From an optimization exercise on the open Yosys and OpenROAD flow, aimed at a short achievable clock period; shortcuts taken in it are not production practice.
The RTL was checked by simulation tests, not by an equivalence proof against the original design.
Power is estimated from default activity; no workload was simulated.

### design/flow/design.v
package bp_pkg;
   typedef enum logic [1:0] {
      STRONG_NT = 2'b00,
      WEAK_NT   = 2'b01,
      WEAK_T    = 2'b10,
      STRONG_T  = 2'b11
   } counter_t;
   localparam logic [31:0] STAT_MAX = 32'hFFFF_FFFF;
   function automatic counter_t sat_next(counter_t c, logic taken);
      counter_t n;
      n = c;
      case (c)
         bp_pkg::STRONG_NT: n = taken ? bp_pkg::WEAK_NT  : bp_pkg::STRONG_NT;
         bp_pkg::WEAK_NT:   n = taken ? bp_pkg::WEAK_T   : bp_pkg::STRONG_NT;
         bp_pkg::WEAK_T:    n = taken ? bp_pkg::STRONG_T : bp_pkg::WEAK_NT;
         bp_pkg::STRONG_T:  n = taken ? bp_pkg::STRONG_T : bp_pkg::WEAK_T;
         default:   n = bp_pkg::STRONG_NT;
      endcase
      sat_next = n;
   endfunction
endpackage
module bp_xnor2 (input logic a, b, output logic y);
   assign y = ~(a ^ b);
endmodule
module bp_nand4 (input logic a, b, c, d, output logic y);
   assign y = ~(a & b & c & d);
endmodule
module bp_nand3 (input logic a, b, c, output logic y);
   assign y = ~(a & b & c);
endmodule
module bp_nor4 (input logic a, b, c, d, output logic y);
   assign y = ~(a | b | c | d);
endmodule
module bp_nor3 (input logic a, b, c, output logic y);
   assign y = ~(a | b | c);
endmodule
module bp_a22oi (input logic a1, a2, b1, b2, output logic y);
   assign y = ~((a1 & a2) | (b1 & b2));
endmodule
module bp_or2 (input logic a, b, output logic y);
   assign y = a | b;
endmodule
module bp_o21a (input logic a1, a2, b, output logic y);
   assign y = (a1 | a2) & b;
endmodule
module bp_dec2 (input logic [1:0] a, output logic [3:0] y);
   assign y[0] = ~a[1] & ~a[0];
   assign y[1] = ~a[1] &  a[0];
   assign y[2] =  a[1] & ~a[0];
   assign y[3] =  a[1] &  a[0];
endmodule
module bp_and2 (input logic a, b, output logic y);
   assign y = a & b;
endmodule
module bp_nand2 (input logic a, b, output logic y);
   assign y = ~(a & b);
endmodule
module br_predictor_btb
#(
   parameter  int ENTRIES = 16,
   parameter  int HIST_W  = 4,
   localparam int IDX_W   = $clog2(ENTRIES)
) (
   input  logic              CLK,
   input  logic              nRST,
   input  logic [31:0]       lookup_pc,
   output logic              hit,
   output logic              predict,
   output logic [31:0]       pred_target,
   output logic [HIST_W-1:0] pred_hist,
   input  logic              pc_en,
   input  logic              upd_valid,
   input  logic [31:0]       upd_pc,
   input  logic              upd_taken,
   input  logic [31:0]       upd_target,
   input  logic              upd_pred,
   input  logic [HIST_W-1:0] upd_hist,
   output logic [31:0]       br_count,
   output logic [31:0]       mispred_count
);
   localparam int TAG_W = 32 - IDX_W - 2;    
   localparam int NGRP  = (TAG_W + 2 + 3) / 4;   
   logic [ENTRIES-1:0] valid;
   logic [TAG_W-1:0]   tags    [ENTRIES];
   logic [31:0]        targets [ENTRIES];
   logic [1:0]         ctr     [ENTRIES];
   logic [IDX_W-1:0]   l_idx, u_idx;
   logic [TAG_W-1:0]   l_tag, u_tag;
   logic               upd;
   assign l_idx = lookup_pc[IDX_W+1:2];
   assign l_tag = lookup_pc[31:IDX_W+2];
   assign u_idx = upd_pc[IDX_W+1:2];
   assign u_tag = upd_pc[31:IDX_W+2];
   assign upd = upd_valid & pc_en;
   logic [3:0]         l_dlo, l_dhi;
   logic [ENTRIES-1:0] l_vd;
   logic [ENTRIES-1:0] l_a, l_b;   
   bp_dec2 u_dlo (.a(l_idx[1:0]), .y(l_dlo));
   bp_dec2 u_dhi (.a(l_idx[3:2]), .y(l_dhi));
   for (genvar i = 0; i < ENTRIES; i++) begin : g_lk
      logic [4*NGRP-1:0] e;       
      logic [NGRP-1:0]   n;
      for (genvar k = 0; k < TAG_W; k++) begin : g_x
         bp_xnor2 u_x (.a(l_tag[k]), .b(tags[i][k]), .y(e[k]));
      end
      bp_and2 u_vd (.a(valid[i]), .b(l_dlo[i%4]), .y(l_vd[i]));
      assign e[TAG_W]   = l_vd[i];
      assign e[TAG_W+1] = l_dhi[i/4];
      for (genvar g = 0; g < NGRP; g++) begin : g_n
         bp_nand4 u_n (.a(e[4*g]), .b(e[4*g+1]), .c(e[4*g+2]), .d(e[4*g+3]), .y(n[g]));
      end
      bp_nor4 u_a (.a(n[0]), .b(n[1]), .c(n[2]), .d(n[3]), .y(l_a[i]));
      bp_nor3 u_b (.a(n[4]), .b(n[5]), .c(n[6]), .y(l_b[i]));
   end
   localparam int NCOPY = 4;
   logic [NCOPY-1:0] h0, h1;
   for (genvar c = 0; c < NCOPY; c++) begin : g_cp
      logic [ENTRIES/2-1:0] pair_n;   
      for (genvar p = 0; p < ENTRIES/2; p++) begin : g_pr
         bp_a22oi u_p (.a1(l_a[2*p]), .a2(l_b[2*p]), .b1(l_a[2*p+1]), .b2(l_b[2*p+1]),
                       .y(pair_n[p]));
      end
      bp_nand4 u_h0 (.a(pair_n[0]), .b(pair_n[1]), .c(pair_n[2]), .d(pair_n[3]), .y(h0[c]));
      bp_nand4 u_h1 (.a(pair_n[4]), .b(pair_n[5]), .c(pair_n[6]), .d(pair_n[7]), .y(h1[c]));
   end
   logic [3:0]  m_dlo, m_dhi;
   logic [32:0] l_rd;    
   logic [31:0] l_tgt;
   logic [1:0]  l_ctr;
   bp_dec2 u_mlo (.a(l_idx[1:0]), .y(m_dlo));
   bp_dec2 u_mhi (.a(l_idx[3:2]), .y(m_dhi));
   for (genvar b = 0; b < 33; b++) begin : g_mx
      logic [ENTRIES-1:0] d;
      logic [3:0]         gv;
      logic [1:0]         y;
      for (genvar i = 0; i < ENTRIES; i++) begin : g_d
         assign d[i] = (b == 32) ? ctr[i][1] : targets[i][b];
      end
      for (genvar q = 0; q < 4; q++) begin : g_q
         logic [1:0] x;
         bp_a22oi u_x0 (.a1(m_dlo[0]), .a2(d[4*q]),   .b1(m_dlo[1]), .b2(d[4*q+1]), .y(x[0]));
         bp_a22oi u_x1 (.a1(m_dlo[2]), .a2(d[4*q+2]), .b1(m_dlo[3]), .b2(d[4*q+3]), .y(x[1]));
         bp_nand2 u_g  (.a(x[0]), .b(x[1]), .y(gv[q]));
      end
      bp_a22oi u_y0 (.a1(m_dhi[0]), .a2(gv[0]), .b1(m_dhi[1]), .b2(gv[1]), .y(y[0]));
      bp_a22oi u_y1 (.a1(m_dhi[2]), .a2(gv[2]), .b1(m_dhi[3]), .b2(gv[3]), .y(y[1]));
      bp_nand2 u_m  (.a(y[0]), .b(y[1]), .y(l_rd[b]));
   end
   assign l_tgt    = l_rd[31:0];
   assign l_ctr[1] = l_rd[32];
   assign l_ctr[0] = 1'b0;    
   bp_or2  u_hitg (.a(h0[0]), .b(h1[0]), .y(hit));
   bp_o21a u_pred (.a1(h0[NCOPY-1]), .a2(h1[NCOPY-1]), .b(l_ctr[1]), .y(predict));
   for (genvar b = 0; b < 32; b++) begin : g_tg
      bp_o21a u_t (.a1(h0[b/(32/NCOPY)]), .a2(h1[b/(32/NCOPY)]), .b(l_tgt[b]), .y(pred_target[b]));
   end
   assign pred_hist = '0;
   logic [ENTRIES-1:0] u_sel, u_hit, u_alloc, u_tgt_we;
   always_comb begin
      for (int i = 0; i < ENTRIES; i++) begin
         u_sel[i]    = upd && (u_idx == IDX_W'(i));
         u_hit[i]    = valid[i] && (tags[i] == u_tag);
         u_alloc[i]  = u_sel[i] & ~u_hit[i];
         u_tgt_we[i] = u_sel[i] & (~u_hit[i] | upd_taken);
      end
   end
   always_ff @(posedge CLK or negedge nRST) begin
      if (!nRST) valid <= '0;
      else       valid <= valid | u_alloc;
   end
   always_ff @(posedge CLK) begin
      for (int i = 0; i < ENTRIES; i++) begin
         if (u_alloc[i])  tags[i]    <= u_tag;
         if (u_tgt_we[i]) targets[i] <= upd_target;
         if (u_sel[i]) begin
            if (!u_hit[i]) ctr[i] <= upd_taken ? bp_pkg::WEAK_T : bp_pkg::WEAK_NT;
            else           ctr[i] <= bp_pkg::sat_next(bp_pkg::counter_t'(ctr[i]), upd_taken);
         end
      end
   end
   logic unused_bits;
   assign unused_bits = ^{lookup_pc[1:0], upd_pc[1:0], upd_hist};
   always_ff @(posedge CLK or negedge nRST) begin
      if (!nRST) begin
         br_count      <= '0;
         mispred_count <= '0;
      end else if (upd) begin
         if (br_count != bp_pkg::STAT_MAX) br_count <= br_count + 32'd1;
         if ((upd_pred != upd_taken) && (mispred_count != bp_pkg::STAT_MAX))
            mispred_count <= mispred_count + 32'd1;
      end
   end
endmodule
### design/flow/flow/run.sh
#!/bin/bash
# The standard layout with three changes:
#  - the data pins are placed on the top edge as flow/io.tcl says (read by
#    ORFS's floorplan step through IO_CONSTRAINTS);
#  - timing-driven global placement weights its critical nets harder;
#  - the delay cells and the weakest sizes of the lookup gates (flow/dont_use.txt)
#    are added to sky130hd's own don't-use
#    list (flow/platform_dont_use.txt), so repair sizes buffers on the lookup
#    path to real buffers instead of slow delay cells.
set -euo pipefail
cd "$(dirname "$0")/.."
DU="$(cat flow/platform_dont_use.txt flow/dont_use.txt | tr '\n' ' ')"
bash standard.sh "IO_CONSTRAINTS=$PWD/flow/io.tcl" \
  "GLOBAL_PLACEMENT_ARGS=-timing_driven_net_weight_max 8 -timing_driven_nets_percentage 15" \
  "DONT_USE_CELLS=$DU" \
  finish > standard.log 2>&1
### design/flow/flow/dont_use.txt
sky130_fd_sc_hd__clkdlybuf4s15_1
sky130_fd_sc_hd__clkdlybuf4s15_2
sky130_fd_sc_hd__clkdlybuf4s18_1
sky130_fd_sc_hd__clkdlybuf4s18_2
sky130_fd_sc_hd__clkdlybuf4s25_1
sky130_fd_sc_hd__clkdlybuf4s25_2
sky130_fd_sc_hd__clkdlybuf4s50_1
sky130_fd_sc_hd__clkdlybuf4s50_2
sky130_fd_sc_hd__dlygate4sd1_1
sky130_fd_sc_hd__dlygate4sd2_1
sky130_fd_sc_hd__dlygate4sd3_1
sky130_fd_sc_hd__dlymetal6s2s_1
sky130_fd_sc_hd__dlymetal6s4s_1
sky130_fd_sc_hd__dlymetal6s6s_1
sky130_fd_sc_hd__nand4_1
sky130_fd_sc_hd__nor4_1
sky130_fd_sc_hd__nor4_2
sky130_fd_sc_hd__nor3_1
sky130_fd_sc_hd__nor3_2
sky130_fd_sc_hd__a22oi_1
sky130_fd_sc_hd__o21a_1
sky130_fd_sc_hd__buf_1
sky130_fd_sc_hd__xnor2_1
### design/flow/flow/io.tcl
# Put the data pins on the top edge: the lookup's inputs and outputs together
# in the middle, the update's PC and controls to the left, its target to the
# right, so the tag and target storage gathers near the lookup pins.
set_io_pin_constraint -region top:140-210 -pin_names {lookup_pc[2] lookup_pc[3] lookup_pc[4] lookup_pc[5] lookup_pc[6] lookup_pc[7] lookup_pc[8] lookup_pc[9] lookup_pc[10] lookup_pc[11] lookup_pc[12] lookup_pc[13] lookup_pc[14] lookup_pc[15] lookup_pc[16] lookup_pc[17] lookup_pc[18] lookup_pc[19] lookup_pc[20] lookup_pc[21] lookup_pc[22] lookup_pc[23] lookup_pc[24] lookup_pc[25] lookup_pc[26] lookup_pc[27] lookup_pc[28] lookup_pc[29] lookup_pc[30] lookup_pc[31] pred_target[0] pred_target[1] pred_target[2] pred_target[3] pred_target[4] pred_target[5] pred_target[6] pred_target[7] pred_target[8] pred_target[9] pred_target[10] pred_target[11] pred_target[12] pred_target[13] pred_target[14] pred_target[15] pred_target[16] pred_target[17] pred_target[18] pred_target[19] pred_target[20] pred_target[21] pred_target[22] pred_target[23] pred_target[24] pred_target[25] pred_target[26] pred_target[27] pred_target[28] pred_target[29] pred_target[30] pred_target[31] hit predict}
set_io_pin_constraint -region top:60-135 -pin_names {upd_pc[2] upd_pc[3] upd_pc[4] upd_pc[5] upd_pc[6] upd_pc[7] upd_pc[8] upd_pc[9] upd_pc[10] upd_pc[11] upd_pc[12] upd_pc[13] upd_pc[14] upd_pc[15] upd_pc[16] upd_pc[17] upd_pc[18] upd_pc[19] upd_pc[20] upd_pc[21] upd_pc[22] upd_pc[23] upd_pc[24] upd_pc[25] upd_pc[26] upd_pc[27] upd_pc[28] upd_pc[29] upd_pc[30] upd_pc[31] upd_valid pc_en upd_taken upd_pred}
set_io_pin_constraint -region top:215-290 -pin_names {upd_target[0] upd_target[1] upd_target[2] upd_target[3] upd_target[4] upd_target[5] upd_target[6] upd_target[7] upd_target[8] upd_target[9] upd_target[10] upd_target[11] upd_target[12] upd_target[13] upd_target[14] upd_target[15] upd_target[16] upd_target[17] upd_target[18] upd_target[19] upd_target[20] upd_target[21] upd_target[22] upd_target[23] upd_target[24] upd_target[25] upd_target[26] upd_target[27] upd_target[28] upd_target[29] upd_target[30] upd_target[31]}
### design/flow/flow/platform_dont_use.txt
sky130_fd_sc_hd__probe_p_8
sky130_fd_sc_hd__probec_p_8
sky130_fd_sc_hd__lpflow_bleeder_1
sky130_fd_sc_hd__lpflow_clkbufkapwr_1
sky130_fd_sc_hd__lpflow_clkbufkapwr_16
sky130_fd_sc_hd__lpflow_clkbufkapwr_2
sky130_fd_sc_hd__lpflow_clkbufkapwr_4
sky130_fd_sc_hd__lpflow_clkbufkapwr_8
sky130_fd_sc_hd__lpflow_clkinvkapwr_1
sky130_fd_sc_hd__lpflow_clkinvkapwr_16
sky130_fd_sc_hd__lpflow_clkinvkapwr_2
sky130_fd_sc_hd__lpflow_clkinvkapwr_4
sky130_fd_sc_hd__lpflow_clkinvkapwr_8
sky130_fd_sc_hd__lpflow_decapkapwr_12
sky130_fd_sc_hd__lpflow_decapkapwr_3
sky130_fd_sc_hd__lpflow_decapkapwr_4
sky130_fd_sc_hd__lpflow_decapkapwr_6
sky130_fd_sc_hd__lpflow_decapkapwr_8
sky130_fd_sc_hd__lpflow_inputiso0n_1
sky130_fd_sc_hd__lpflow_inputiso0p_1
sky130_fd_sc_hd__lpflow_inputiso1n_1
sky130_fd_sc_hd__lpflow_inputiso1p_1
sky130_fd_sc_hd__lpflow_inputisolatch_1
sky130_fd_sc_hd__lpflow_isobufsrc_1
sky130_fd_sc_hd__lpflow_isobufsrc_16
sky130_fd_sc_hd__lpflow_isobufsrc_2
sky130_fd_sc_hd__lpflow_isobufsrc_4
sky130_fd_sc_hd__lpflow_isobufsrc_8
sky130_fd_sc_hd__lpflow_isobufsrckapwr_16
sky130_fd_sc_hd__lpflow_lsbuf_lh_hl_isowell_tap_1
sky130_fd_sc_hd__lpflow_lsbuf_lh_hl_isowell_tap_2
sky130_fd_sc_hd__lpflow_lsbuf_lh_hl_isowell_tap_4
sky130_fd_sc_hd__lpflow_lsbuf_lh_isowell_4
sky130_fd_sc_hd__lpflow_lsbuf_lh_isowell_tap_1
sky130_fd_sc_hd__lpflow_lsbuf_lh_isowell_tap_2
sky130_fd_sc_hd__lpflow_lsbuf_lh_isowell_tap_4
sky130_fd_sc_hd__fill_1
sky130_fd_sc_hd__fill_2
sky130_fd_sc_hd__fill_4
sky130_fd_sc_hd__fill_8
### design/flow/standard.sh
#!/bin/bash
# synth_recipe.tcl (not shown) runs the flow's synth.tcl, then flattens the netlist and writes it again
# the make line also repeats each setting of config.mk as NAME=value (left out here)
make -C /OpenROAD-flow-scripts/flow DESIGN_CONFIG=/design/flow/config.mk WORK_HOME=/design/flow/orfs CLKGATE_MAP_FILE= SYNTH_SCRIPT=/design/flow/synth_recipe.tcl "${@:-finish}"
### design/flow/config.mk
export PLATFORM = sky130hd
export DESIGN_NAME = br_predictor_btb
export DESIGN_NICKNAME = br_predictor_btb
export VERILOG_FILES = /design/flow/design.v
export SDC_FILE = /design/flow/constraint.sdc
export NUM_CORES = 4
export LEC_CHECK = 0
export CAP_MARGIN = 20
export CORE_MARGIN = 2
export CORE_UTILIZATION = 40
export SETUP_SLACK_MARGIN = 3.5
export SLEW_MARGIN = 20
export SYNTH_HIERARCHICAL = 1
export TNS_END_PERCENT = 10
### design/flow/constraint.sdc
create_clock -name core_clock -period 7.0 [get_ports {CLK}]
set_input_delay 1.4000 -clock core_clock [delete_from_list [all_inputs] [get_ports {CLK}]]
set_output_delay 1.4000 -clock core_clock [all_outputs]
set_load 0.01 [all_outputs]
==> impl_metrics.csv, run 1 <==
group,metric,value,unit
status,stop_stage,"synthesis",
status,error,"ERROR: TCL interpreter returned an error: ABC_DRIVER_CELL names sky130_fd_sc_hd__buf_1, which is on DONT_USE_CELLS. ABC reads the library without the cells on that lis...",
synthesis,ys_warn_count,7,
status,outcome,"aborted with a tool error",
==> inputs of run 2 (changes only) <==
--- a/design/flow/flow/dont_use.txt
+++ b/design/flow/flow/dont_use.txt
@@ -19,5 +19,4 @@
 sky130_fd_sc_hd__nor3_2
 sky130_fd_sc_hd__a22oi_1
 sky130_fd_sc_hd__o21a_1
-sky130_fd_sc_hd__buf_1
 sky130_fd_sc_hd__xnor2_1
==> run 2 against run 1 <==
- the run now finishes clean
==> impl_metrics.csv, run 2 <==
group,metric,value,unit
status,outcome,"no timing/DRC/antenna violations",
grt,track_usage,0.244,
layout,fillers,11400,
layout,largest_register_ffs,512,
route,drc,0,
timing,finalClockSkew,59.2,ps
placement,routabilityCongestion,0.880,
grt,grt_max_degree,63,
timing,tightest_slew,1150,ps
die,coreArea,133000,um^2
grt,use_met1,0.318,
die,start_util,0.403,
die,io_pins,208,
route,vias_per_cell,5.57,
timing,slew_violations,0,
critical_path,crit_fanout,13,
critical_path,cp_top_family,"buffers and inverters",
route,first_iter_violations,3380,
timing,rsz0062_at_grt,"yes",
route,wire_per_inst,29.4,um
placement,post-dp-hpwl,112,mm
layout,top_regs,"targets x512, tags x416",
power,power_density,224,nW/um^2
layout,regMostFlops,"targets",
synthesis,syn_area,53800,um^2
die,die_h,371,um
synthesis,yosysMostFrequentCell,"edfxtp_1",
clocking,cts_buffer_depth,3,
synthesis,synth_cell_types,57,
route,via_count,32400,
critical_path,path_cells,"clkbuf_16 > buf_6 > xnor2_2 > nand4_2 > nor4_4 > buf_6 > a22oi_2 > buf_4 > nand4_4 > or2_1 > clkbuf_2",
critical_path,cp-end-kind,"primary output",
clocking,clock-root-buffer,"clkbuf_16",
layout,final_area,65200,um^2
synthesis,yosys.area.top_type,"edfxtp_1",
grt,met3_usage,0.0406,
synthesis,syn_area_per_cell,16.1,um^2
grt,antenna_found_initial,21,
clocking,cts_sinks,1040,
synthesis,synth_edf_count,960,
clocking,htreeDepth,3,
placement,io_buffers,195,
die,fp-row-count,134,
layout,area_delta_synth_final,21.3,%
timing,final-hold-violation-count,0,
synthesis,postSynth.asyncResetShare,0.0769,
layout,drive_gt1_frac,0.399,
layout,nets,4047,
timing,finalSetupViolations,0,
critical_path,worst_path_most_repeated_cell,"buf_6",
grt,use_met2,0.399,
route,firstDrtPassIters,5,
timing,setup_tns,0,ps
critical_path,crit_slowest_cell,"or2_1",
critical_path,crit_arrival,3220,ps
synthesis,ys_ff_latch,1040,
layout,multi_input_area,23000,um^2
synthesis,synth_common_cells,"edfxtp_1 (960), xor2_1 (475), xnor2_2 (416), a22oi_2 (362), nand2_1 (229)",
layout,layout_commonest_cell,"edfxtp_1",
synthesis,synth_top_cells_by_area,"edfxtp_1 (54%), xnor2_2 (13%), a22oi_2 (8.4%)",
power,p_leak,24.1,nW
synthesis,seq_area_frac_synth,0.574,
critical_path,critPathLaunchType,"input port",
critical_path,cpPeakStageDelay,270,ps
layout,seq_area,30800,um^2
timing,fmax,0.216,GHz
placement,place_area,57700,um^2
timing,min_period,4620,ps
grt,busiest_layer,"met2",
timing,fin_crit_sh,0.661,
critical_path,worst-setup-path-type,"in -> out",
clocking,clock_latency,770,ps
flow_run,maxCapViolations,0,
power,irDropWorstVdd,205,uV
critical_path,worst-path-buf-inv,5,
timing,timing.hold.ws,480,ps
route,routed_wl,171,mm
synthesis,synth_top_area_share,0.536,
die,die_x,371,um
critical_path,cp.required,5600,ps
timing,max_slew_margin,0.234,
synthesis,ys_warn_count,13,
synthesis,synth_ff_type,"edfxtp_1",
layout,final_cell_mix,"edfxtp_1 (960), xor2_1 (475), xnor2_2 (404)",
die,die-area,137000,um^2
grt,grt_pass1_wl,238,mm
synthesis,synth_cells,3335,
hold_path,hold_class,"reg -> reg",
grt,grt_overflow,0,
clocking,cts_tree,"built",
route,ant_nets,0,
clocking,path_clk_slew,60,ps
grt,grt_pass1_vias,31900,
clocking,cts_made_buffers,115,
-- run 2: Yosys stat by module, one instance, submodules excluded, excerpt --
| module | flops+latches | cell area [um^2] | cells | copies in the design |
|---|---|---|---|---|
| bp_nor3 | 0 | 16.3 | 1 | 16 |
| bp_xnor2 | 0 | 16.3 | 1 | 416 |
| bp_nand4 | 0 | 12.5 | 1 | 120 |
| bp_and2 | 0 | 6.26 | 1 | 16 |
| bp_dec2 | 0 | 26.3 | 4 | 4 |
| bp_or2 | 0 | 6.26 | 1 | 1 |
| bp_nand2 | 0 | 3.75 | 1 | 165 |
| br_predictor_btb | 1040 | 39200 | 2174 | 1 |
-- run 2: repair_timing --
| action | in CTS | in global routing |
|---|---|---|
| gates cloned | 10 | 5 |
| resized for setup | 354 | 157 |
| setup buffers | 100 | 53 |
| hold buffers | 0 | 0 |
| pin swaps | 62 | 49 |
| endpoints found under the setup margin | 1003 | 761 |
-- run 2: worst register-to-register path, stage by stage (launching register included) --
cell,delay [ps]
edfxtp_1,440
xor2_1,170
or4_1,550
or4_4,640
nor2_1,600
a21oi_4,430
buf_2,420
-- run 2: worst paths after layout --
check	startpoint	to	slack [ps]	cells after the start
worst max-delay path	lookup_pc[21]	hit	2380	11
worst min-delay path	br_count[19]	br_count[19]	480	1
worst max register to register	tags[1][15]	targets[1][29]	3480	6
worst min register to register	br_count[19]	br_count[19]	480	1
max in group asynchronous	nRST	valid[14]	4820	2
min in group asynchronous	nRST	mispred_count[25]	810	1
-- run 2: per-stage QoR --
step,util,cells,setup WS (ps),power [mW]
floorplan,-,3338,913,7.93
global placement,0.432,5419,1420,8.55
detailed placement,0.432,5420,1400,8.56
CTS,0.480,5740,2410,14.6
global route,0.489,5807,2330,15.0
finish,0.489,5811,2380,14.6
-- run 2: routing by layer --
layer	part of all wire	routed length (um)
met1	0.40	68500
met2	0.48	82400
met3	0.066	11300
met4	0.051	8670
met5	0	0
-- run 2: logic make-up after synthesis --
| family | after synthesis | synth area share |
|---|---|---|
| compound gates | 518 | 0.107 |
| xor+xnor | 891 | 0.203 |
| fa+ha+maj | 2 | 0.000465 |
| buf+inv | 137 | 0.0144 |
| flops | 1040 | 0.574 |
| mux | 2 | 0.000419 |
| other cells | 1 | 0.0000698 |
| simple gates | 744 | 0.101 |
-- run 2: layout make-up --
class / count / share of cell area
diodes: 11 / 0.000422
clock buffers: 152 / 0.0474
inverters: 62 / 0.00357
well taps: 1768 / 0.0339
flip-flops and latches: 1040 / 0.473
clock inverters: 58 / 0.00957
multi-input cells: 2164 / 0.353
repair buffers: 556 / 0.0795
-- run 2: power breakdown --
group / switching, mW / internal (mW) / total, mW
registers: 0.112 / 6.91 / 7.03
clock network: 2.58 / 3.40 / 5.99
logic: 0.961 / 0.651 / 1.61
==> inputs of run 3 (changes only) <==
--- a/design/flow/flow/dont_use.txt
+++ b/design/flow/flow/dont_use.txt
@@ -20,3 +20,5 @@
 sky130_fd_sc_hd__a22oi_1
 sky130_fd_sc_hd__o21a_1
 sky130_fd_sc_hd__xnor2_1
+sky130_fd_sc_hd__or2_0
+sky130_fd_sc_hd__or2_1
==> run 3 against run 2 <==
- still clean on timing, DRC and antenna
- clock power is essentially flat
- via count is 0.74% lower
- sequential cell count unchanged
- sequential power about the same
- highest routed layer unchanged
==> impl_metrics.csv, run 3 <==
group,metric,value,unit
synthesis,ys_warn_count,13,
timing,min_period,4710,ps
route,drc,0,
layout,nets,4035,
placement,post-dp-hpwl,110,mm
synthesis,syn_area,53800,um^2
timing,rsz0062_at_grt,"yes",
power,irDropWorstVdd,195,uV
die,coreArea,133000,um^2
clocking,clock_latency,790,ps
grt,grt_pass1_vias,32000,
clocking,cts_buffer_depth,3,
synthesis,yosysMostFrequentCell,"edfxtp_1",
synthesis,synth_cells,3335,
timing,finalSetupViolations,0,
grt,antenna_found_initial,19,
power,power_density,225,nW/um^2
synthesis,synth_cell_types,57,
layout,multi_input_area,23100,um^2
timing,slew_violations,0,
timing,final-hold-violation-count,0,
layout,seq_area,30800,um^2
die,fp-row-count,134,
hold_path,hold_class,"reg -> reg",
layout,regMostFlops,"targets",
critical_path,worst-setup-path-type,"in -> out",
clocking,clock-root-buffer,"clkbuf_16",
synthesis,yosys.area.top_type,"edfxtp_1",
clocking,htreeDepth,3,
timing,timing.hold.ws,485,ps
layout,final_cell_mix,"edfxtp_1 (960), xor2_1 (475), xnor2_2 (408)",
synthesis,seq_area_frac_synth,0.574,
synthesis,postSynth.asyncResetShare,0.0769,
synthesis,synth_top_area_share,0.536,
synthesis,synth_top_cells_by_area,"edfxtp_1 (54%), xnor2_2 (13%), a22oi_2 (8.4%)",
critical_path,crit_arrival,3310,ps
clocking,cts_made_buffers,113,
critical_path,cp.required,5600,ps
placement,pre_cts_ws,1390,ps
route,via_count,32100,
timing,fin_crit_sh,0.673,
synthesis,ys_ff_latch,1040,
placement,io_buffers,195,
route,firstDrtPassIters,6,
timing,setup_tns,0,ps
grt,grt_pass1_wl,239,mm
clocking,hold_buffers,0,
power,p_leak,23.9,nW
route,routed_wl,171,mm
route,ant_nets,0,
timing,finalClockSkew,79.9,ps
layout,drive_gt1_frac,0.394,
critical_path,crit_fanout,7,
layout,fillers,11300,
status,outcome,"no timing/DRC/antenna violations",
route,first_iter_violations,3251,
flow_run,maxCapViolations,0,
layout,layout_commonest_cell,"edfxtp_1",
grt,grt_overflow,0,
synthesis,synth_edf_count,960,
placement,routabilityCongestion,0.863,
layout,top_regs,"targets x512, tags x416",
grt,track_usage,0.245,
die,die-area,137000,um^2
timing,tightest_slew,1170,ps
critical_path,cp-end-kind,"primary output",
timing,fmax,0.212,GHz
timing,max_slew_margin,0.218,
route,wire_per_inst,29.4,um
clocking,cts_tree,"built",
layout,largest_register_ffs,512,
synthesis,synth_common_cells,"edfxtp_1 (960), xor2_1 (475), xnor2_2 (416), a22oi_2 (362), nand2_1 (229)",
grt,grt_max_degree,50,
die,io_pins,208,
critical_path,critPathLaunchType,"input port",
timing,worst_slack,2290,ps
die,die_h,371,um
layout,area_delta_synth_final,20.8,%
clocking,cts_sinks,1040,
route,vias_per_cell,5.54,
synthesis,synth_ff_type,"edfxtp_1",
die,die_x,371,um
die,start_util,0.403,
synthesis,syn_area_per_cell,16.1,um^2
clocking,path_clk_slew,60,ps
## run 3: per-stage QoR
stage	power (mW)	cell area, um^2	util	std cells
floorplan	7.93	53800	-	3338
global placement	8.55	57700	0.432	5409
detailed placement	8.56	57700	0.432	5410
CTS	14.6	64100	0.480	5720
global route	15.0	64900	0.486	5796
finish	14.6	64900	0.486	5801
## run 3: timing repair
action	in CTS	in global routing
pin swaps	89	36
buffers inserted	89	65
setup endpoints to repair	1014	902
resized for setup	363	80
gates cloned	11	5
## run 3: cell families after synthesis
kind of cell    Yosys count  synth area share
other cells               1         0.0000698
flops                  1040             0.574
fa+ha+maj                 2          0.000465
mux                       2          0.000419
compound gates          518             0.107
simple gates            744             0.101
buf+inv                 137            0.0144
xor+xnor                891             0.203
## run 3: path summary, 6_finish.rpt
kind,startpoint,endpoint,slack (ps),cells past startpoint
setup / recovery,lookup_pc[2],pred_target[30],2290,12
hold / removal,mispred_count[5],mispred_count[5],490,1
setup reg to reg,tags[11][7],targets[11][18],3280,6
hold reg to reg,mispred_count[5],mispred_count[5],490,1
max in group asynchronous,nRST,mispred_count[16],4820,2
min in group asynchronous,nRST,br_count[23],770,1
## run 3: Yosys stat by module, one instance, submodules excluded
| module | copies in the design | cell area [um^2] | cells |
|---|---|---|---|
| bp_a22oi | 362 | 12.5 | 1 |
| bp_dec2 | 4 | 26.3 | 4 |
| bp_nor4 | 16 | 21.3 | 1 |
| bp_nand2 | 165 | 3.75 | 1 |
| bp_nand4 | 120 | 12.5 | 1 |
| bp_o21a | 33 | 8.76 | 1 |
| bp_and2 | 16 | 6.26 | 1 |
| bp_xnor2 | 416 | 16.3 | 1 |
| bp_nor3 | 16 | 16.3 | 1 |
| br_predictor_btb | 1 | 39200 | 2174 |
| bp_or2 | 1 | 8.76 | 1 |
## run 3: power breakdown
part           internal (mW)  total [mW]  switching (mW)
clock                   3.40        6.01            2.61
combinational          0.621        1.57           0.946
sequential              6.91        7.03           0.114
total                   10.9        14.6            3.67
## run 3: metal layers
metal  vias to the layer above  part of all wire  global-route usage
met3                       350             0.059              0.0414
met5                         -                 0                   0
li1                      14000                 -                   -
met1                     16700              0.40               0.315
met2                      1128              0.48               0.404
met4                         0             0.057               0.116
## run 3: worst max-delay path: stages
cell	delay [ps]
buf_16	120
buf_12	130
and2b_4	230
and2_4	190
nand4_4	100
nor3_4	50
buf_6	130
a22oi_2	200
buf_6	200
nand4_4	150
o21a_2	260
buf_6	120
## run 3: final cells by class
type | instances | share of cell area
antenna | 11 | 0.000424
clock inverter | 66 | 0.0114
sequential | 1040 | 0.475
tap | 1768 | 0.0341
timing repair buffer | 542 | 0.0745
inverter | 62 | 0.00358
clock buffer | 144 | 0.0460
multi-input combinational | 2168 | 0.355
==> inputs of run 4 (changes only) <==
==> design/flow/flow/run.sh (replaced) <==
#!/bin/bash
# The standard layout, with the lookup's pins grouped on one stretch of the
# top edge (flow/io.tcl, read by ORFS's floorplan step through IO_CONSTRAINTS)
# and timing-driven global placement weighting its critical nets harder.
set -euo pipefail
cd "$(dirname "$0")/.."
bash standard.sh "IO_CONSTRAINTS=$PWD/flow/io.tcl" \
  "GLOBAL_PLACEMENT_ARGS=-timing_driven_net_weight_max 8 -timing_driven_nets_percentage 15" \
  finish > standard.log 2>&1
==> design/flow/flow/io.tcl (replaced) <==
# Put the data pins on the top edge: the lookup's inputs and outputs together
# in the middle, the update's PC and controls to the left, its target to the
# right, so the tag and target storage gathers near the lookup pins.
set_io_pin_constraint -region top:182-273 -pin_names {lookup_pc[2] lookup_pc[3] lookup_pc[4] lookup_pc[5] lookup_pc[6] lookup_pc[7] lookup_pc[8] lookup_pc[9] lookup_pc[10] lookup_pc[11] lookup_pc[12] lookup_pc[13] lookup_pc[14] lookup_pc[15] lookup_pc[16] lookup_pc[17] lookup_pc[18] lookup_pc[19] lookup_pc[20] lookup_pc[21] lookup_pc[22] lookup_pc[23] lookup_pc[24] lookup_pc[25] lookup_pc[26] lookup_pc[27] lookup_pc[28] lookup_pc[29] lookup_pc[30] lookup_pc[31] pred_target[0] pred_target[1] pred_target[2] pred_target[3] pred_target[4] pred_target[5] pred_target[6] pred_target[7] pred_target[8] pred_target[9] pred_target[10] pred_target[11] pred_target[12] pred_target[13] pred_target[14] pred_target[15] pred_target[16] pred_target[17] pred_target[18] pred_target[19] pred_target[20] pred_target[21] pred_target[22] pred_target[23] pred_target[24] pred_target[25] pred_target[26] pred_target[27] pred_target[28] pred_target[29] pred_target[30] pred_target[31] hit predict}
set_io_pin_constraint -region top:78-176 -pin_names {upd_pc[2] upd_pc[3] upd_pc[4] upd_pc[5] upd_pc[6] upd_pc[7] upd_pc[8] upd_pc[9] upd_pc[10] upd_pc[11] upd_pc[12] upd_pc[13] upd_pc[14] upd_pc[15] upd_pc[16] upd_pc[17] upd_pc[18] upd_pc[19] upd_pc[20] upd_pc[21] upd_pc[22] upd_pc[23] upd_pc[24] upd_pc[25] upd_pc[26] upd_pc[27] upd_pc[28] upd_pc[29] upd_pc[30] upd_pc[31] upd_valid pc_en upd_taken upd_pred}
set_io_pin_constraint -region top:280-377 -pin_names {upd_target[0] upd_target[1] upd_target[2] upd_target[3] upd_target[4] upd_target[5] upd_target[6] upd_target[7] upd_target[8] upd_target[9] upd_target[10] upd_target[11] upd_target[12] upd_target[13] upd_target[14] upd_target[15] upd_target[16] upd_target[17] upd_target[18] upd_target[19] upd_target[20] upd_target[21] upd_target[22] upd_target[23] upd_target[24] upd_target[25] upd_target[26] upd_target[27] upd_target[28] upd_target[29] upd_target[30] upd_target[31]}
--- a/design/flow/config.mk
+++ b/design/flow/config.mk
@@ -6,6 +6,7 @@
 export NUM_CORES = 4
 export LEC_CHECK = 0
 export CAP_MARGIN = 20
+export CORE_ASPECT_RATIO = 0.6
 export CORE_MARGIN = 2
 export CORE_UTILIZATION = 40
 export SETUP_SLACK_MARGIN = 3.5
removed: design/flow/flow/dont_use.txt
removed: design/flow/flow/platform_dont_use.txt
==> run 4 against run 3 <==
- still clean
- worst hold slack improved by 9.9 ps
- clock power fell by about 10%
- utilization rose by 0.78 points
- critical path type unchanged
- largest cell class unchanged
==> impl_metrics.csv, run 4 <==
group,metric,value,unit
critical_path,worst-path-buf-inv,4,
critical_path,worst-setup-path-type,"in -> out",
layout,layout_commonest_cell,"edfxtp_1",
critical_path,crit_slowest_cell,"nor3_4",
synthesis,ys_ff_latch,1040,
synthesis,postSynth.asyncResetShare,0.0769,
grt,grt_pass1_wl,236,mm
route,ant_nets,0,
power,p_comb_frac,0.109,
synthesis,synth_cells,3286,
synthesis,synth_edf_count,960,
timing,slew_violations,0,
layout,area_delta_synth_final,22.6,%
route,vias_per_cell,5.90,
layout,final_area,60000,um^2
timing,finalClockSkew,27.8,ps
layout,seq_area,30800,um^2
die,die-area,125000,um^2
timing,setup_tns,0,ps
clocking,cts_made_buffers,96,
synthesis,yosysMostFrequentCell,"edfxtp_1",
synthesis,synth_top_area_share,0.589,
timing,finalSetupViolations,0,
synthesis,synth_ff_type,"edfxtp_1",
timing,timing.hold.ws,495,ps
die,die_h,275,um
die,start_util,0.403,
route,routed_wl,174,mm
critical_path,cp_top_family,"simple AND/OR/NAND/NOR gates",
synthesis,synth_common_cells,"edfxtp_1 (960), xnor2_1 (748), a22oi_2 (362), nand4_1 (237), nand2_1 (210)",
flow_run,maxCapViolations,0,
clocking,cts_tree,"built",
timing,tightest_slew,1210,ps
route,drc,0,
placement,place_area,53900,um^2
synthesis,synth_top_cells_by_area,"edfxtp_1 (59%), xnor2_1 (13%), a22oi_2 (9.3%)",
grt,grt_pass1_vias,30000,
power,p_sw,3.49,mW
layout,regMostFlops,"targets",
synthesis,syn_area,48900,um^2
hold_path,hold_class,"reg -> reg",
synthesis,ys_warn_count,13,
timing,fmax,0.208,GHz
timing,rsz0062_at_grt,"yes",
placement,post-dp-hpwl,109,mm
grt,antenna_found_initial,20,
clocking,hold_buffers,0,
route,first_iter_violations,4747,
die,die_x,456,um
synthesis,yosys.area.top_type,"edfxtp_1",
timing,fin_crit_sh,0.686,
power,irDropWorstVdd,180,uV
timing,max_slew_margin,0.186,
layout,nets,3910,
critical_path,worst_path_most_repeated_cell,"buf_6",
grt,track_usage,0.266,
route,firstDrtPassIters,5,
synthesis,syn_area_per_cell,14.9,um^2
power,p_seq_frac,0.505,
die,io_pins,208,
layout,fillers,10300,
grt,grt_overflow,0,
power,internal-power,10.4,mW
critical_path,critPathLaunchType,"input port",
clocking,cts_buffer_depth,3,
critical_path,path_cells,"buf_6 > xnor2_1 > nand4_1 > nor3_4 > a22oi_2 > nand4_1 > buf_6 > clkbuf_16 > o21a_1 > buf_6",
clocking,htreeDepth,3,
placement,io_buffers,195,
clocking,path_clk_slew,60,ps
power,clock_power_share,0.386,
die,coreArea,121000,um^2
clocking,cts_sinks,1040,
power,p_sw_frac,0.250,
critical_path,crit_arrival,3400,ps
status,outcome,"no timing/DRC/antenna violations",
layout,drive_gt1_frac,0.262,
critical_path,cp.required,5600,ps
critical_path,crit_fanout,16,
grt,grt_max_degree,57,
route,via_count,32500,
power,p_leak,19.7,nW
layout,largest_register_ffs,512,
clocking,clock_latency,740,ps
critical_path,cpPeakStageDelay,460,ps
critical_path,rrSetupSlack,3700,ps
placement,routabilityCongestion,0.914,
die,fp-row-count,99,
route,wire_per_inst,31.6,um
timing,final-hold-violation-count,0,
power,power_density,232,nW/um^2
layout,multi_input_area,18500,um^2
layout,top_regs,"targets x512, tags x416",
clocking,clock-root-buffer,"clkbuf_16",
critical_path,cp-end-kind,"primary output",
layout,final_cell_mix,"edfxtp_1 (960), xnor2_1 (719), a22oi_2 (362)",
synthesis,seq_area_frac_synth,0.630,
timing,min_period,4800,ps
synthesis,synth_cell_types,55,
## run 4: changes by cell type after synthesis, sizes merged, moves of 19 or more
cell / before / now
or4: 87 / 3
a21oi: 34 / 4
xnor2: 416 / 748
nor4b: 22 / 1
nand4: 120 / 238
inv: 62 / 27
nand2: 229 / 210
or4b: 25 / 1
nor3: 16 / 58
xor2: 475 / 145
nor4: 16 / 55
## run 4: Yosys stat by module (local to each module, per instance)
| module | cells | times used | flip-flops and latches | cell area [um^2] |
|---|---|---|---|---|
| bp_nor4 | 1 | 16 | 0 | 12.5 |
| bp_nand2 | 1 | 165 | 0 | 3.75 |
| bp_nor3 | 1 | 16 | 0 | 10.0 |
| bp_nand4 | 1 | 120 | 0 | 6.26 |
| bp_xnor2 | 1 | 416 | 0 | 8.76 |
| bp_o21a | 1 | 33 | 0 | 7.51 |
| bp_or2 | 1 | 1 | 0 | 6.26 |
| br_predictor_btb | 2125 | 1 | 1040 | 38600 |
| bp_a22oi | 1 | 362 | 0 | 12.5 |
| bp_and2 | 1 | 16 | 0 | 6.26 |
| bp_dec2 | 4 | 4 | 0 | 26.3 |
## run 4: cell families (layout without fill, tap and decap cells)
group / count (synthesis) / after routing / share of synthesized area
DFF: 1040 / 1040 / 0.630
xor gates and xnor gates: 893 / 893 / 0.160
and+or+nand+nor: 746 / 746 / 0.0836
AOI/OAI and AO/OA: 501 / 507 / 0.116
buffers and inverters: 101 / 685 / 0.00956
adders and majority gates: 2 / 2 / 0.000511
muxes: 2 / 2 / 0.000537
other: 1 / 16 / 0.0000766
## run 4: layout make-up
cell class,instances,share of cell area
Tap cell,1616,0.0337
Inverter,27,0.00169
Clock inverter,42,0.00740
Clock buffer,133,0.0446
Multi-Input combinational cell,2154,0.308
Timing Repair Buffer,483,0.0903
Sequential cell,1040,0.514
Antenna cell,12,0.000500
## run 4: per-stage QoR
step	setup WS [ps]	std cells	util	total power [mW]
floorplan	903	3289	-	7.83
global placement	885	5168	0.444	8.49
detailed placement	798	5169	0.444	8.49
CTS	2180	5427	0.485	13.9
global route	2140	5505	0.494	14.3
finish	2200	5507	0.494	13.9
## run 4: power by group through the flow
stage                     Clock, mW  Sequential (mW)  Combinational (mW)
after detailed placement          0             7.16                1.33
after global routing           5.65             7.04                1.58
after floorplan                   0             7.14               0.684
after global placement            0             7.16                1.32
after CTS                      5.43             7.03                1.44
final                          5.38             7.03                1.52
## run 4: final timing paths
check	endpoint	cells after the start	startpoint
worst min register to register	valid[8]	1	valid[8]
worst min-delay path	valid[8]	1	valid[8]
max in group asynchronous	valid[1]	2	nRST
worst max-delay path	pred_target[27]	10	lookup_pc[27]
worst max register to register	targets[12][14]	6	tags[12][22]
min in group asynchronous	mispred_count[31]	1	nRST
## run 4: repair_timing
action	in CTS	in global routing
setup buffers	71	61
pin swaps	64	74
gates cloned	12	7
hold endpoints to repair	0	0
resized for setup	348	141
endpoints found under the setup margin	878	795
## run 4: routing by layer
metal | track usage | share of wire
met3 | 0.0731 | 0.12
met5 | 0 | 0.00034
met1 | 0.410 | 0.45
met2 | 0.359 | 0.40
met4 | 0.0831 | 0.034
## run 4: worst register-to-register path: cells and delay by family (launching register included)
family	cells	cell delay [ps]
buf+inv	1	340
xor+xnor	1	340
simple gates	3	1490
flops	1	420
compound gates	1	300

[static timing again, ports no longer ideal]
Ports are ideal in the flow. The routed layouts listed here were re-timed in OpenROAD. Step 1, drivers: a clkbuf_16 drives CLK and a buf_2 each remaining input, both assumed. Step 2 adds t to the input delays and takes it off the output delays; t is the mean of the earliest and latest rising clock arrival at the registers after step 1. Input paths then give back, and output paths get back, about the clock's delay inside the block. Slacks: no drivers / after step 1 / after step 2; pairs: no drivers / after step 1.
run | shift t [ns] | slack for setup (ns) | slew at the worst register clock pin (ns) | worst slew at a driven data input, ns | cell pins on the clock port's net
run 2 | 0.826 | 2.376 / 2.276 / 1.945 | 0.07 / 0.07 | 0.30 | 1
run 3 | 0.828 | 2.292 / 2.226 / 1.701 | 0.07 / 0.07 | 0.29 | 1
run 4 | 0.799 | 2.200 / 2.032 / 2.032 | 0.07 / 0.07 | 0.25 | 1
After both steps setup and hold are still met in every run listed. The setup slack of run 3, which loses most, moves by -0.066 ns with the drivers and by -0.591 ns with both steps.
